Source: an optimization exercise on an open RTL-to-GDS flow (aim: small area, a short achievable clock period and few clock cycles per item). Production flows keep margins and buffers that such runs may drop. In this exercise RTL edits were held to simulation tests only and were not proved equivalent to the original. Power is estimated from default activity; no workload was simulated.

==> nickel: inputs <==
## eased_overlay_transition_sequencer_core
module eased_overlay_transition_sequencer_core (
   input  wire                       clock,
   input  wire                       reset,
   input  wire                       req_tvalid,
   output logic                      req_tready,
   input  wire  [15:0]               req_tdata,    
   input  wire  [6:0]                req_tuser,    
   output logic                      rsp_tvalid,
   input  wire                       rsp_tready,
   output logic [eots_pkg::RSP_W-1:0] rsp_tdata,
   input  wire                       csr_write_enable,
   input  wire  [1:0]                csr_index,
   input  wire  [16:0]               csr_wdata
);
Settings: LEC_CHECK=0, CAP_MARGIN=20, CORE_MARGIN=2, CORE_UTILIZATION=70, CTS_BUF_LIST=sky130_fd_sc_hd__clkbuf_4, PLACE_DENSITY=0.85, SETUP_SLACK_MARGIN=3.8, SLEW_MARGIN=20; clock period 8.0 ns.
run.sh (not shown) runs the stock make flow with config.mk's settings and CLKGATE_MAP_FILE= SYNTH_SCRIPT=/design/flow/synth_recipe.tcl, a recipe that flattens the netlist after the stock synthesis.
==> zinc: changes against nickel <==
--- a/flow/design.v
+++ b/flow/design.v
@@ -697,16 +697,25 @@
    localparam logic [2:0] U_EMPTY    = 3'd7;    
    logic [11:0] scr_w_ff, scr_h_ff;
    logic [16:0] acap_ff;                     
    logic        rsp_valid_ff;
    logic        adv;
    logic        req_fire;
    logic        req_start;
    logic        nxt_busy_ff;
+   logic        rdy_ff;
+   logic        skid_v_ff;
+   logic [2:0]  skid_tok_ff;
+   logic [15:0] skid_len_ff;
+   logic [3:0]  skid_kind_ff;
+   logic        div_free;
+   logic        skid_start;
+   logic        go_skid;
+   logic        go_req;
    logic [2:0]  dl_ff [DL];
    logic [2:0]  req_tok;
    logic [15:0] div_len, div_quo, div_rem;
    logic [3:0]  nxt_kind_ff;
    logic [1:0]  phase_ff;
    logic [3:0]  kind_ff;
    logic [15:0] qinc_ff;      
    logic [15:0] rinc_ff;      
@@ -736,18 +745,18 @@
    logic [1:0]  o_phase_ff;
    logic [16:0] o_prog_ff, o_alpha_ff;
    logic [12:0] o_x_ff, o_y_ff;
    logic [11:0] o_w_ff, o_h_ff;
    logic        o_done_ff;
    assign adv        = !rsp_valid_ff || rsp_tready;
    assign req_start  = (req_tuser[2:0] == eots_pkg::ACT_CLOSE) ||
                        (req_tuser[2:0] == eots_pkg::ACT_OPEN);
-   assign req_tready = adv && !(nxt_busy_ff && req_start);
-   assign req_fire   = req_tvalid && req_tready && !reset;
+   assign req_tready = rdy_ff;
+   assign req_fire   = req_tvalid && rdy_ff && !reset;
    always_comb begin
       unique case (req_tuser[2:0])
          eots_pkg::ACT_TICK:     req_tok = T_TICK;
          eots_pkg::ACT_CLOSE:    req_tok = T_CLOSE;
          eots_pkg::ACT_OPEN:     req_tok = T_OPEN;
          eots_pkg::ACT_COMPLETE: req_tok = T_COMPLETE;
          eots_pkg::ACT_CANCEL:   req_tok = T_CANCEL;
          default:                req_tok = T_NOP;
@@ -763,45 +772,72 @@
             eots_pkg::CSR_SCREEN_W:   scr_w_ff <= csr_wdata[11:0];
             eots_pkg::CSR_SCREEN_H:   scr_h_ff <= csr_wdata[11:0];
             eots_pkg::CSR_BASE_ALPHA: acap_ff  <= csr_wdata[16] ? ONE : csr_wdata;
             default: begin
             end
          endcase
       end
    end
+   logic apply;
+   assign div_free   = !nxt_busy_ff || apply;
+   assign skid_start = (skid_tok_ff == T_OPEN) || (skid_tok_ff == T_CLOSE);
+   assign go_skid    = skid_v_ff && adv && (!skid_start || div_free);
+   assign go_req     = req_fire && adv && (!req_start || div_free);
    always_ff @(posedge clock) begin
       if (reset) begin
          for (int i = 0; i < DL; i++) dl_ff[i] <= T_EMPTY;
       end else if (adv) begin
-         dl_ff[0] <= req_fire ? req_tok : T_EMPTY;
+         dl_ff[0] <= go_skid ? skid_tok_ff : (go_req ? req_tok : T_EMPTY);
          for (int i = 1; i < DL; i++) dl_ff[i] <= dl_ff[i-1];
       end
    end
-   logic div_start;
-   assign div_start = req_fire && req_start;
+   always_ff @(posedge clock) begin
+      if (reset) begin
+         skid_v_ff <= 1'b0;
+         rdy_ff    <= 1'b1;
+      end else begin
+         if (skid_v_ff) begin
+            skid_v_ff <= !go_skid;
+            rdy_ff    <= go_skid;
+         end else begin
+            skid_v_ff <= req_fire && !go_req;
+            rdy_ff    <= !(req_fire && !go_req);
+         end
+      end
+   end
+   always_ff @(posedge clock) begin
+      if (!skid_v_ff) begin
+         skid_tok_ff  <= req_tok;
+         skid_len_ff  <= req_tdata;
+         skid_kind_ff <= req_tuser[6:3];
+      end
+   end
+   logic        div_start;
+   logic [15:0] div_len_in;
+   assign div_start  = (go_skid && skid_start) || (go_req && req_start);
+   assign div_len_in = go_skid ? skid_len_ff : req_tdata;
    eots_unit u_unit (
       .clock (clock),
       .reset (reset),
       .start (div_start),
-      .len   (req_tdata),
+      .len   (div_len_in),
       .len_q (div_len),
       .quo   (div_quo),
       .rem   (div_rem)
    );
    always_ff @(posedge clock) begin
-      if (div_start) nxt_kind_ff <= req_tuser[6:3];
+      if (div_start) nxt_kind_ff <= go_skid ? skid_kind_ff : req_tuser[6:3];
    end
    logic [2:0]  tok;
    logic        active;
    logic        c_step;
    logic [17:0] q_sum2;
    logic [16:0] q_sum;
    logic        tick_done;
-   logic        apply;
    logic [16:0] rdec_new;
    assign tok       = dl_ff[DL-1];
    assign active    = (phase_ff == eots_pkg::PH_OPENING) || (phase_ff == eots_pkg::PH_CLOSING);
    assign c_step    = !e_ff[16];
    assign q_cur     = {qh_ff, qx_ff ^ {15{qh_ff}}};
    assign q_sum2    = {1'b0, q_cur, 1'b1} + {1'b0, qinc_ff, c_step};
    assign q_sum     = q_sum2[17:1];
    assign tick_done = imm_ff || q_sum[16];
==> flow/config.mk (replaced) <==
export PLATFORM = sky130hd
export DESIGN_NAME = eased_overlay_transition_sequencer_core
export DESIGN_NICKNAME = eased_overlay_transition_sequencer_core
export VERILOG_FILES = /design/flow/design.v
export SDC_FILE = /design/flow/constraint.sdc
export NUM_CORES = 4
export LEC_CHECK = 0
export CAP_MARGIN = 20
export CORE_MARGIN = 2
export CORE_UTILIZATION = 40
export PLACE_DENSITY = 0.6
export SETUP_SLACK_MARGIN = 5
export SLEW_MARGIN = 20
==> xenon: changes against nickel <==
--- a/flow/design.v
+++ b/flow/design.v
@@ -70,37 +70,51 @@
    endfunction
    logic [31:0] s1, s2;
    logic [15:0] l_rem, l_quo;
    always_comb begin
       s1 = div_step(rem, quo, len_q);
       s2 = div_step(s1[31:16], s1[15:0], len_q);
    end
    always_comb begin
-      if (len[15:3] != 13'd0 || len[2:0] >= 3'd5) begin
-         l_rem = 16'd4; l_quo = 16'd0;
-      end else if (len[2:0] == 3'd2) begin
-         l_rem = 16'd0; l_quo = 16'd2;
-      end else if (len[2:0] == 3'd3) begin
-         l_rem = 16'd1; l_quo = 16'd1;
-      end else begin
-         l_rem = 16'd0; l_quo = 16'd1;
+      l_rem = 16'd16;
+      l_quo = 16'd0;
+      if (len[15:5] == 11'd0) begin
+         unique case (len[4:0])
+            5'd2:  begin l_quo = 16'd8; l_rem = 16'd0; end
+            5'd3:  begin l_quo = 16'd5; l_rem = 16'd1; end
+            5'd4:  begin l_quo = 16'd4; l_rem = 16'd0; end
+            5'd5:  begin l_quo = 16'd3; l_rem = 16'd1; end
+            5'd6:  begin l_quo = 16'd2; l_rem = 16'd4; end
+            5'd7:  begin l_quo = 16'd2; l_rem = 16'd2; end
+            5'd8:  begin l_quo = 16'd2; l_rem = 16'd0; end
+            5'd9:  begin l_quo = 16'd1; l_rem = 16'd7; end
+            5'd10: begin l_quo = 16'd1; l_rem = 16'd6; end
+            5'd11: begin l_quo = 16'd1; l_rem = 16'd5; end
+            5'd12: begin l_quo = 16'd1; l_rem = 16'd4; end
+            5'd13: begin l_quo = 16'd1; l_rem = 16'd3; end
+            5'd14: begin l_quo = 16'd1; l_rem = 16'd2; end
+            5'd15: begin l_quo = 16'd1; l_rem = 16'd1; end
+            5'd16: begin l_quo = 16'd1; l_rem = 16'd0; end
+            default: begin
+            end
+         endcase
       end
    end
    always_ff @(posedge clock) begin
       if (start) begin
          len_q <= len;
          rem   <= l_rem;
          quo   <= l_quo;
       end else if (cnt_ff != 3'd0) begin
          rem <= s2[31:16];
          quo <= s2[15:0];
       end
       if (reset)      cnt_ff <= 3'd0;
-      else if (start) cnt_ff <= 3'd7;
+      else if (start) cnt_ff <= 3'd6;
       else if (cnt_ff != 3'd0) cnt_ff <= cnt_ff - 3'd1;
    end
 endmodule
 `default_nettype wire
 `default_nettype none
 module eots_sq (
    input  wire [14:0] x,
    input  wire        hi,
@@ -674,17 +688,17 @@
    input  wire                       rsp_tready,
    output logic [eots_pkg::RSP_W-1:0] rsp_tdata,
    input  wire                       csr_write_enable,
    input  wire  [1:0]                csr_index,
    input  wire  [16:0]               csr_wdata
 );
    localparam int PW = eots_pkg::PW;
    localparam logic [PW-1:0] ONE = eots_pkg::ONE;
-   localparam int DL = 8;
+   localparam int DL = 7;
    localparam logic [2:0] T_TICK     = 3'd0;
    localparam logic [2:0] T_CLOSE    = 3'd1;
    localparam logic [2:0] T_OPEN     = 3'd2;
    localparam logic [2:0] T_COMPLETE = 3'd3;
    localparam logic [2:0] T_CANCEL   = 3'd4;
    localparam logic [2:0] T_NOP      = 3'd5;
    localparam logic [2:0] T_EMPTY    = 3'd7;
    localparam logic [2:0] U_KEEP     = 3'd0;    
==> flow/flow/run.sh (new file) <==
#!/bin/bash
# The standard layout, with the port buffers made of the smallest buffer cell.
set -euo pipefail
export BUFFER_PORTS_ARGS="-buffer_cell sky130_fd_sc_hd__buf_1"
bash standard.sh > standard.log 2>&1
==> flow/standard.sh (new file) <==
#!/bin/bash
# synth_recipe.tcl (not shown) runs the flow's synth.tcl, then flattens the netlist and writes it again
# the make line also repeats each setting of config.mk as NAME=value (left out here)
make -C /OpenROAD-flow-scripts/flow DESIGN_CONFIG=/design/flow/config.mk WORK_HOME=/design/flow/orfs CLKGATE_MAP_FILE= SYNTH_SCRIPT=/design/flow/synth_recipe.tcl "${@:-finish}"
==> flow/config.mk (replaced) <==
export PLATFORM = sky130hd
export DESIGN_NAME = eased_overlay_transition_sequencer_core
export DESIGN_NICKNAME = eased_overlay_transition_sequencer_core
export VERILOG_FILES = /design/flow/design.v
export SDC_FILE = /design/flow/constraint.sdc
export NUM_CORES = 4
export LEC_CHECK = 0
export CAP_MARGIN = 20
export CORE_MARGIN = 2
export CORE_UTILIZATION = 60
export CTS_BUF_LIST = sky130_fd_sc_hd__clkbuf_8
export CTS_CLUSTER_DIAMETER = 60
export CTS_CLUSTER_SIZE = 14
export PLACE_DENSITY = 0.75
export SETUP_SLACK_MARGIN = 3.35
export SLEW_MARGIN = 20
removed: flow/run.sh
==> comparison table <==
quantity                                                                           zinc                xenon                  nickel
Status                                                 no timing/DRC/antenna violations  no timing/DRC/antenna violations  no timing/DRC/antenna violations
Number of non-filler instances in the completed layout                            4,518                4,003                   4,000
Flop2flop setup slack                                                           3.10 ns              3.14 ns                 2.95 ns
Power Dens Cells                                                          336.1 nW/um^2        316.2 nW/um^2           350.4 nW/um^2
Worst setup path startpoint                                          negf2_ff$_DFFE_PN_   negf2_ff$_DFFE_PN_  qx_ff[2]$_SDFFCE_PP0P_
Total combinational power                                                       7.92 mW              6.46 mW                 7.76 mW
Area share of the leading cell type in the synthesized netlist                   0.2367               0.2213                  0.2212
Combinational Power Share                                                         0.595                0.601                   0.613
Area added between synthesis and finish                                          28.49%               13.89%                  20.91%
Average wire per standard cell                                                 17.87 um             19.13 um                22.71 um
Endpoint required time on the critical path                                     8.36 ns              8.41 ns                 8.60 ns
Via count normalized by instance count                                            5.168                5.778                   6.415
Wire length of the first global-routing pass                                   126.6 mm             119.5 mm                131.7 mm
Total non-filler cell area in the finished layout                          39,610 sq um         34,000 sq um            36,100 sq um
Worst hold path cell count                                                            0                    0                       2
End point of the critical path                                      pg3_ff[3]$_DFFE_PN_  pg3_ff[3]$_DFFE_PN_     y2_ff[14]$_DFFE_PN_
Register clock-pin slew on the reported worst setup and hold paths              0.06 ns              0.10 ns                 0.07 ns
Peak Freq                                                                     204.3 MHz            205.9 MHz               197.9 MHz
Syn_area_per_cell                                                           9.839 sq um          9.620 sq um             9.688 sq um
Post-CTS setup-driven buffer insertion count                                        171                   84                     108
Net switching power                                                            5.376 mW             4.724 mW                5.541 mW
Met1 Routed Length                                                             36.24 mm             31.22 mm                32.09 mm
Number of global-route vias before repair                                        23,210               23,440                  25,490
Net count of the finished layout                                                  3,930                3,796                   3,852
Testbench counts of nickel, summed over its fixed seeds: cycles 7,504, items 7,142.
Testbench counts of zinc, summed over its fixed seeds: cycles 7,492, items 7,142.
Testbench counts of xenon, summed over its fixed seeds: cycles 7,468, items 7,142.

[re-timing with driven ports]
Ports are ideal in the flow. The routed layouts listed here were re-timed in OpenROAD. Step 1 sets driving cells, clkbuf_16 on the clock port and buf_2 on the other inputs (assumed; they add their load-dependent delay and slew). Step 2, shift: input delay + t, output delay - t, t = (earliest + latest rising clock arrival at the registers) / 2. This alone moves slack from input paths to output paths. Slacks: no drivers / after step 1 / after step 2; pairs: no drivers / after step 1.
run | t, ns | slack for setup (ns) | worst setup path after step 2 | cell pins on the clock port's net
nickel | 0.880 | 2.946 / 2.946 / 2.946 | register to register | 1
zinc | 0.667 | 3.105 / 3.105 / 3.105 | register to register | 1
xenon | 0.707 | 3.144 / 3.144 / 3.144 | register to register | 1
After both steps every run listed still meets setup and hold.
